Context: an optimization exercise on an open-source flow, tuned for small area and a short achievable clock period. The choices shown serve that exercise and are no tape-out recipe. RTL that was checked went through simulation tests only; none was proved equivalent to the original. The flow treats the clock pin as an ideal source, which a real chip does not have. No activity file was given, so power comes from the tool's default toggle rates.

## tdc_click_top
module tdc_click_top #(
	parameter int WINDOW_CYCLES = 1000
) (
	input  logic        clk200_i,
	input  logic        gc_rst,
	input  logic        apb_psel_i,
	input  logic        apb_penable_i,
	input  logic        apb_pwrite_i,
	input  logic [7:0]  apb_paddr_i,
	input  logic [31:0] apb_pwdata_i,
	output logic [31:0] apb_prdata_o,
	output logic        apb_pready_o,
	output logic        apb_pslverr_o,
	input  logic        frame_i,
	input  logic        sdi_i,
	input  logic        pps_i,
	output logic        rec_valid_o,
	output logic [1:0]  rec_click_o,
	output logic [47:0] rec_gc_o,
	output logic [31:0] rec_tdc_o,
	output logic        count_valid_o
);
Size in the first run: roughly 1,800 cells after synthesis.
==> module apb_cfg_regs, before the edit <==
module apb_cfg_regs #(
	parameter int CNT_W = 32
) (
	input  logic             clk200_i,
	input  logic             gc_rst,
	input  logic             apb_psel_i,
	input  logic             apb_penable_i,
	input  logic             apb_pwrite_i,
	input  logic [7:0]       apb_paddr_i,
	input  logic [31:0]      apb_pwdata_i,
	output logic [31:0]      apb_prdata_o,
	output logic             apb_pready_o,
	output logic             apb_pslverr_o,
	output logic             cfg_enable,
	output logic             cfg_start,
	output logic [2:0]       cfg_mode,
	output logic [5:0]       cfg_index_bits,
	output logic [5:0]       cfg_stop_bits,
	output logic [13:0]      cfg_tdc_shift,
	output logic             shift_wr,
	output logic [31:0]      cfg_gate0,
	output logic [31:0]      cfg_gate1,
	input  logic [CNT_W-1:0] cnt_total,
	input  logic [CNT_W-1:0] cnt_click0,
	input  logic [CNT_W-1:0] cnt_click1,
	input  logic             cnt_latched
);
	localparam int TIME_W = 14;
	localparam logic [7:0] REG_CTRL   = 8'h00;
	localparam logic [7:0] REG_FRAME  = 8'h04;
	localparam logic [7:0] REG_SHIFT  = 8'h08;
	localparam logic [7:0] REG_GATE0  = 8'h0C;
	localparam logic [7:0] REG_GATE1  = 8'h10;
	localparam logic [7:0] REG_TOTAL  = 8'h14;
	localparam logic [7:0] REG_CLICK0 = 8'h18;
	localparam logic [7:0] REG_CLICK1 = 8'h1C;
	localparam logic [2:0] MODE_OFF = 3'd0;
	logic addr_hit;
	logic wr_en;
	assign addr_hit = (apb_paddr_i[7:5] == 3'd0) && (apb_paddr_i[1:0] == 2'd0);
	assign apb_pready_o  = 1'b1;
	assign apb_pslverr_o = apb_psel_i & apb_penable_i & ~addr_hit;
	assign wr_en         = apb_psel_i & apb_penable_i & apb_pwrite_i & addr_hit;
	always_ff @(posedge clk200_i or posedge gc_rst) begin
		if (gc_rst) begin
			cfg_enable     <= 1'b0;
			cfg_start      <= 1'b0;
			cfg_mode       <= MODE_OFF;
			cfg_index_bits <= '0;
			cfg_stop_bits  <= '0;
			cfg_tdc_shift  <= '0;
			cfg_gate0      <= '0;
			cfg_gate1      <= '0;
		end else if (wr_en) begin
			case (apb_paddr_i)
				REG_CTRL: begin
					cfg_enable <= apb_pwdata_i[0];
					cfg_start  <= apb_pwdata_i[1];
					cfg_mode   <= apb_pwdata_i[4:2];
				end
				REG_FRAME: begin
					cfg_index_bits <= apb_pwdata_i[5:0];
					cfg_stop_bits  <= apb_pwdata_i[13:8];
				end
				REG_SHIFT: cfg_tdc_shift <= apb_pwdata_i[TIME_W-1:0];
				REG_GATE0: cfg_gate0 <= apb_pwdata_i;
				REG_GATE1: cfg_gate1 <= apb_pwdata_i;
				default: ;
			endcase
		end
	end
	assign shift_wr = wr_en && (apb_paddr_i == REG_SHIFT);
	always_comb begin
		case (apb_paddr_i)
			REG_CTRL:   apb_prdata_o = {23'd0, cnt_latched, 3'd0, cfg_mode, cfg_start, cfg_enable};
			REG_FRAME:  apb_prdata_o = {16'd0, 2'd0, cfg_stop_bits, 2'd0, cfg_index_bits};
			REG_SHIFT:  apb_prdata_o = {18'd0, cfg_tdc_shift};
			REG_GATE0:  apb_prdata_o = cfg_gate0;
			REG_GATE1:  apb_prdata_o = cfg_gate1;
			REG_TOTAL:  apb_prdata_o = 32'(cnt_total);
			REG_CLICK0: apb_prdata_o = 32'(cnt_click0);
			REG_CLICK1: apb_prdata_o = 32'(cnt_click1);
			default:    apb_prdata_o = '0;
		endcase
	end
endmodule
Settings: LEC_CHECK=0, CAP_MARGIN=20, CORE_MARGIN=2, CORE_UTILIZATION=40, CTS_BUF_LIST=sky130_fd_sc_hd__clkbuf_8, CTS_CLUSTER_DIAMETER=60, CTS_CLUSTER_SIZE=16, SETUP_SLACK_MARGIN=4.5, SLEW_MARGIN=20, TNS_END_PERCENT=20; clock period 10.0 ns.
standard.sh (not shown) runs the stock make flow with config.mk's settings and CLKGATE_MAP_FILE= SYNTH_SCRIPT=/design/flow/synth_recipe.tcl, a recipe that flattens the netlist after the stock synthesis.
==> flow/flow/run.sh <==
#!/bin/bash
# layout flow: the standard flow with the smallest buffer on the ports and an
# area recovery step (flow/downsize.tcl) after clock tree synthesis and after
# global routing
export BUFFER_PORTS_ARGS="-buffer_cell sky130_fd_sc_hd__buf_1"
export POST_CTS_TCL="$(pwd)/flow/post_cts.tcl"
export POST_GLOBAL_ROUTE_TCL="$(pwd)/flow/post_grt.tcl"
bash standard.sh > standard.log 2>&1
Other scripts of this flow, unchanged in this note and not shown: flow/flow/downsize.tcl, flow/flow/post_cts.tcl, flow/flow/post_grt.tcl
==> next run, changes <==
--- a/flow/design.v
+++ b/flow/design.v
@@ -37,6 +37,7 @@
 	localparam logic [7:0] REG_CLICK1 = 8'h1C;
 	localparam logic [2:0] MODE_OFF = 3'd0;
 	logic addr_hit;
+	logic [31:0] rd_sel;
 	logic wr_en;
 	assign addr_hit = (apb_paddr_i[7:5] == 3'd0) && (apb_paddr_i[1:0] == 2'd0);
 	assign apb_pready_o  = 1'b1;
@@ -72,18 +73,18 @@
 	end
 	assign shift_wr = wr_en && (apb_paddr_i == REG_SHIFT);
 	always_comb begin
-		case (apb_paddr_i)
-			REG_CTRL:   apb_prdata_o = {23'd0, cnt_latched, 3'd0, cfg_mode, cfg_start, cfg_enable};
-			REG_FRAME:  apb_prdata_o = {16'd0, 2'd0, cfg_stop_bits, 2'd0, cfg_index_bits};
-			REG_SHIFT:  apb_prdata_o = {18'd0, cfg_tdc_shift};
-			REG_GATE0:  apb_prdata_o = cfg_gate0;
-			REG_GATE1:  apb_prdata_o = cfg_gate1;
-			REG_TOTAL:  apb_prdata_o = 32'(cnt_total);
-			REG_CLICK0: apb_prdata_o = 32'(cnt_click0);
-			REG_CLICK1: apb_prdata_o = 32'(cnt_click1);
-			default:    apb_prdata_o = '0;
+		case (apb_paddr_i[4:2])
+			3'd0:    rd_sel = {23'd0, cnt_latched, 3'd0, cfg_mode, cfg_start, cfg_enable};
+			3'd1:    rd_sel = {16'd0, 2'd0, cfg_stop_bits, 2'd0, cfg_index_bits};
+			3'd2:    rd_sel = {18'd0, cfg_tdc_shift};
+			3'd3:    rd_sel = cfg_gate0;
+			3'd4:    rd_sel = cfg_gate1;
+			3'd5:    rd_sel = 32'(cnt_total);
+			3'd6:    rd_sel = 32'(cnt_click0);
+			default: rd_sel = 32'(cnt_click1);
 		endcase
 	end
+	assign apb_prdata_o = rd_sel & {32{addr_hit}};
 endmodule
 `timescale 1ns/1ps
 module stop_frame_rx (
After rerunning: Flip-flop and latch count does not change. Wire length came out lower by 3.3%. Worst setup slack loses 0.090 ns. Sequential share of layout area rose by 0.12 points. Cell area decreases by 0.42%. Die area goes up by 2.0%. Utilization drops by 0.71 points.
Function not checked in the second run of this note: the RTL went through the layout flow alone.

---

run A:
Another version of the RTL of tdc_click_top (not shown whole).
For scale: about 1800 cells after synthesis, about 260 flip-flops, roughly 170 I/O pins, about 0.016 mm² of cells after synthesis.
==> module stop_frame_rx, before the edit <==
module stop_frame_rx (
	input  logic        clk200_i,
	input  logic        gc_rst,
	input  logic        frame_i,
	input  logic        sdi_i,
	input  logic        cfg_enable,
	input  logic [5:0]  cfg_index_bits,
	input  logic [5:0]  cfg_stop_bits,
	input  logic [13:0] shift_i,
	input  logic [13:0] shift_wdata_i,
	input  logic        shift_wr_i,
	output logic        stop_valid_o,
	output logic [31:0] word_o
);
	localparam int TDC_W = 32;
	localparam int STRETCH_CYCLES = 4;
	localparam logic [2:0] IDLE       = 3'd0;
	localparam logic [2:0] WAIT_FRAME = 3'd1;
	localparam logic [2:0] SKIP_INDEX = 3'd2;
	localparam logic [2:0] SHIFT_STOP = 3'd3;
	localparam logic [2:0] HOLD       = 3'd4;
	logic [2:0]       state;
	logic [6:0]       bit_cnt;
	logic             sdi_r;
	logic             sdi_2r;
	logic [TDC_W-1:0] shreg;
	logic [TDC_W-1:0] shreg_next;
	logic             last_bit;
	logic [14:0]      sum_reg;
	logic [14:0]      sum_wr;
	logic [14:0]      sum_lo;
	logic [TDC_W-1:14] up;
	logic [TDC_W-1:14] up_inc;
	assign shreg_next = {shreg[TDC_W-2:0], sdi_2r};
	assign last_bit   = (state == SHIFT_STOP) && (bit_cnt == '0);
	assign sum_reg    = {1'b0, shreg_next[13:0]} + {1'b0, shift_i};
	assign sum_wr     = {1'b0, shreg_next[13:0]} + {1'b0, shift_wdata_i};
	assign sum_lo     = shift_wr_i ? sum_wr : sum_reg;
	assign up         = shreg_next[TDC_W-1:14];
	assign up_inc     = up + 1'b1;
	always_ff @(posedge clk200_i or posedge gc_rst) begin
		if (gc_rst) begin
			state        <= IDLE;
			stop_valid_o <= 1'b0;
		end else begin
			stop_valid_o <= 1'b0;
			case (state)
				IDLE: begin
					if (cfg_enable)
						state <= WAIT_FRAME;
				end
				WAIT_FRAME: begin
					if (!cfg_enable)
						state <= IDLE;
					else if (frame_i)
						state <= SKIP_INDEX;
				end
				SKIP_INDEX: begin
					if (bit_cnt == '0)
						state <= SHIFT_STOP;
				end
				SHIFT_STOP: begin
					if (bit_cnt == '0) begin
						state        <= HOLD;
						stop_valid_o <= 1'b1;
					end
				end
				HOLD: begin
					if (bit_cnt == '0)
						state <= WAIT_FRAME;
				end
				default: state <= IDLE;
			endcase
		end
	end
	always_ff @(posedge clk200_i) begin
		if (state == WAIT_FRAME)
			bit_cnt <= {1'b0, cfg_index_bits} + 7'd1;
		else if (state == SKIP_INDEX && bit_cnt == '0)
			bit_cnt <= {1'b0, cfg_stop_bits} - 7'd1;
		else if (state == SHIFT_STOP && bit_cnt == '0)
			bit_cnt <= 7'(STRETCH_CYCLES - 1);
		else
			bit_cnt <= bit_cnt - 7'd1;
	end
	always_ff @(posedge clk200_i) begin
		sdi_r  <= sdi_i;
		sdi_2r <= sdi_r;
		if (state == WAIT_FRAME)
			shreg <= '0;
		else if (last_bit)
			shreg <= {sum_lo[14] ? up_inc : up, sum_lo[13:0]};
		else if (state == SHIFT_STOP)
			shreg <= shreg_next;
	end
	assign word_o = shreg;
endmodule
Settings: LEC_CHECK=0, CAP_MARGIN=20, CORE_MARGIN=2, CORE_UTILIZATION=40, CTS_BUF_LIST=sky130_fd_sc_hd__clkbuf_8, CTS_CLUSTER_DIAMETER=60, CTS_CLUSTER_SIZE=16, SETUP_SLACK_MARGIN=4.5, SLEW_MARGIN=20; clock period 10.0 ns.
==> flow/flow/run.sh <==
#!/bin/bash
# layout flow: the standard flow with the smallest buffer on the ports and an
# area recovery step (flow/downsize.tcl) after clock tree synthesis
export BUFFER_PORTS_ARGS="-buffer_cell sky130_fd_sc_hd__buf_1"
export POST_CTS_TCL="$(pwd)/flow/downsize.tcl"
bash standard.sh > standard.log 2>&1
==> flow/flow/downsize.tcl <==
# area recovery after clock tree synthesis: give each logic cell the smallest
# drive strength of its kind that keeps the worst setup slack where it is;
# flip-flops, clock tree cells and tie/tap/fill cells are left alone
estimate_parasitics -placement
set ws0 [sta::worst_slack_cmd max]
set a0 [rsz::design_area]
set n 0
foreach inst [get_cells *] {
  set lc [get_property $inst ref_name]
  if {![regexp {^(sky130_fd_sc_hd__\w+?)_(\d+)$} $lc -> base sz]} continue
  if {[regexp {df|dl|clk|tap|fill|decap|conb|diode|lpflow|probe} $base]} continue
  set cands {}
  foreach s {0 1 2 4 6 8 12 16} {
    if {$s < $sz} {
      set c [get_lib_cells -quiet ${base}_$s]
      if {[llength $c]} { lappend cands $c }
    }
  }
  foreach c $cands {
    replace_cell $inst $c
    if {[sta::worst_slack_cmd max] >= $ws0 - 2e-12} {
      incr n
      break
    }
    replace_cell $inst [get_lib_cells $lc]
  }
}
puts "downsize: $n cells, worst slack [sta::worst_slack_cmd max] (was $ws0), area [rsz::design_area] (was $a0)"
## Diff of input files: run B against run A
--- a/flow/design.v
+++ b/flow/design.v
@@ -111,24 +111,18 @@
 	logic [6:0]       bit_cnt;
 	logic             sdi_r;
 	logic             sdi_2r;
 	logic [TDC_W-1:0] shreg;
 	logic [TDC_W-1:0] shreg_next;
 	logic             last_bit;
-	logic [14:0]      sum_reg;
-	logic [14:0]      sum_wr;
-	logic [14:0]      sum_lo;
-	logic [TDC_W-1:14] up;
-	logic [TDC_W-1:14] up_inc;
+	logic [TDC_W-1:0] sum_reg;
+	logic [TDC_W-1:0] sum_wr;
 	assign shreg_next = {shreg[TDC_W-2:0], sdi_2r};
 	assign last_bit   = (state == SHIFT_STOP) && (bit_cnt == '0);
-	assign sum_reg    = {1'b0, shreg_next[13:0]} + {1'b0, shift_i};
-	assign sum_wr     = {1'b0, shreg_next[13:0]} + {1'b0, shift_wdata_i};
-	assign sum_lo     = shift_wr_i ? sum_wr : sum_reg;
-	assign up         = shreg_next[TDC_W-1:14];
-	assign up_inc     = up + 1'b1;
+	assign sum_reg    = shreg_next + {18'd0, shift_i};
+	assign sum_wr     = shreg_next + {18'd0, shift_wdata_i};
 	always_ff @(posedge clk200_i or posedge gc_rst) begin
 		if (gc_rst) begin
 			state        <= IDLE;
 			stop_valid_o <= 1'b0;
 		end else begin
 			stop_valid_o <= 1'b0;
@@ -174,13 +168,13 @@
 	always_ff @(posedge clk200_i) begin
 		sdi_r  <= sdi_i;
 		sdi_2r <= sdi_r;
 		if (state == WAIT_FRAME)
 			shreg <= '0;
 		else if (last_bit)
-			shreg <= {sum_lo[14] ? up_inc : up, sum_lo[13:0]};
+			shreg <= shift_wr_i ? sum_wr : sum_reg;
 		else if (state == SHIFT_STOP)
 			shreg <= shreg_next;
 	end
 	assign word_o = shreg;
 endmodule
 `timescale 1ns/1ps
### Flow results
Sequential share of cell area delta for run B relative to run A: 0.39 points higher. Changes observed in run B relative to run A: sequential cell area neither gained nor lost much, count of routing violations after the opening detailed-route iteration higher, internal cell power went up. Cmp run B vs run A: global routing met1 resource utilization higher in run B. For run B, the cell with the biggest individual delay on the critical path was sky130_fd_sc_hd__a222oi_1, unlike run A, where it was sky130_fd_sc_hd__or3_4. As far as routability congestion estimate is concerned, run B and run A perform about the same.
The RTL of run A was laid out without a check of its function.

==> static timing again, ports no longer ideal <==
The results above use ideal ports. As a check the final layouts listed here were re-extracted and re-timed, cells and wires unchanged.
Step 1: set_driving_cell puts a clkbuf_16 on clk200_i and a buf_2 on each other input, an assumption about the parent block.
Step 2, shift: input delay + t, output delay - t, t = (earliest + latest rising clock arrival at the registers) / 2. This alone moves slack from input paths to output paths.
Three values: ideal ports, drivers, drivers and shift; two values: the first two.
run | t (ns) | slack for setup (ns) | worst hold slack (ns) | worst setup path after step 2 | latest minus earliest clock arrival (ns)
the first run of note 1 | 0.645 | 4.430 / 4.410 / 3.951 | 0.333 / 0.333 / 0.333 | input to register | 0.087 / 0.087
the second run of note 1 | 0.623 | 4.340 / 4.298 / 3.777 | 0.348 / 0.348 / 0.348 | input to register | 0.058 / 0.058
run A | 0.683 | 4.111 / 4.086 / 3.703 | 0.340 / 0.340 / 0.340 | input to register | 0.040 / 0.040
run B | 0.678 | 4.475 / 4.436 / 3.971 | 0.405 / 0.405 / 0.405 | input to register | 0.063 / 0.063
After both steps setup and hold are still met in every run listed. The setup slack of the second run of note 1, which loses most, moves by -0.042 ns with the drivers and by -0.563 ns with both steps.
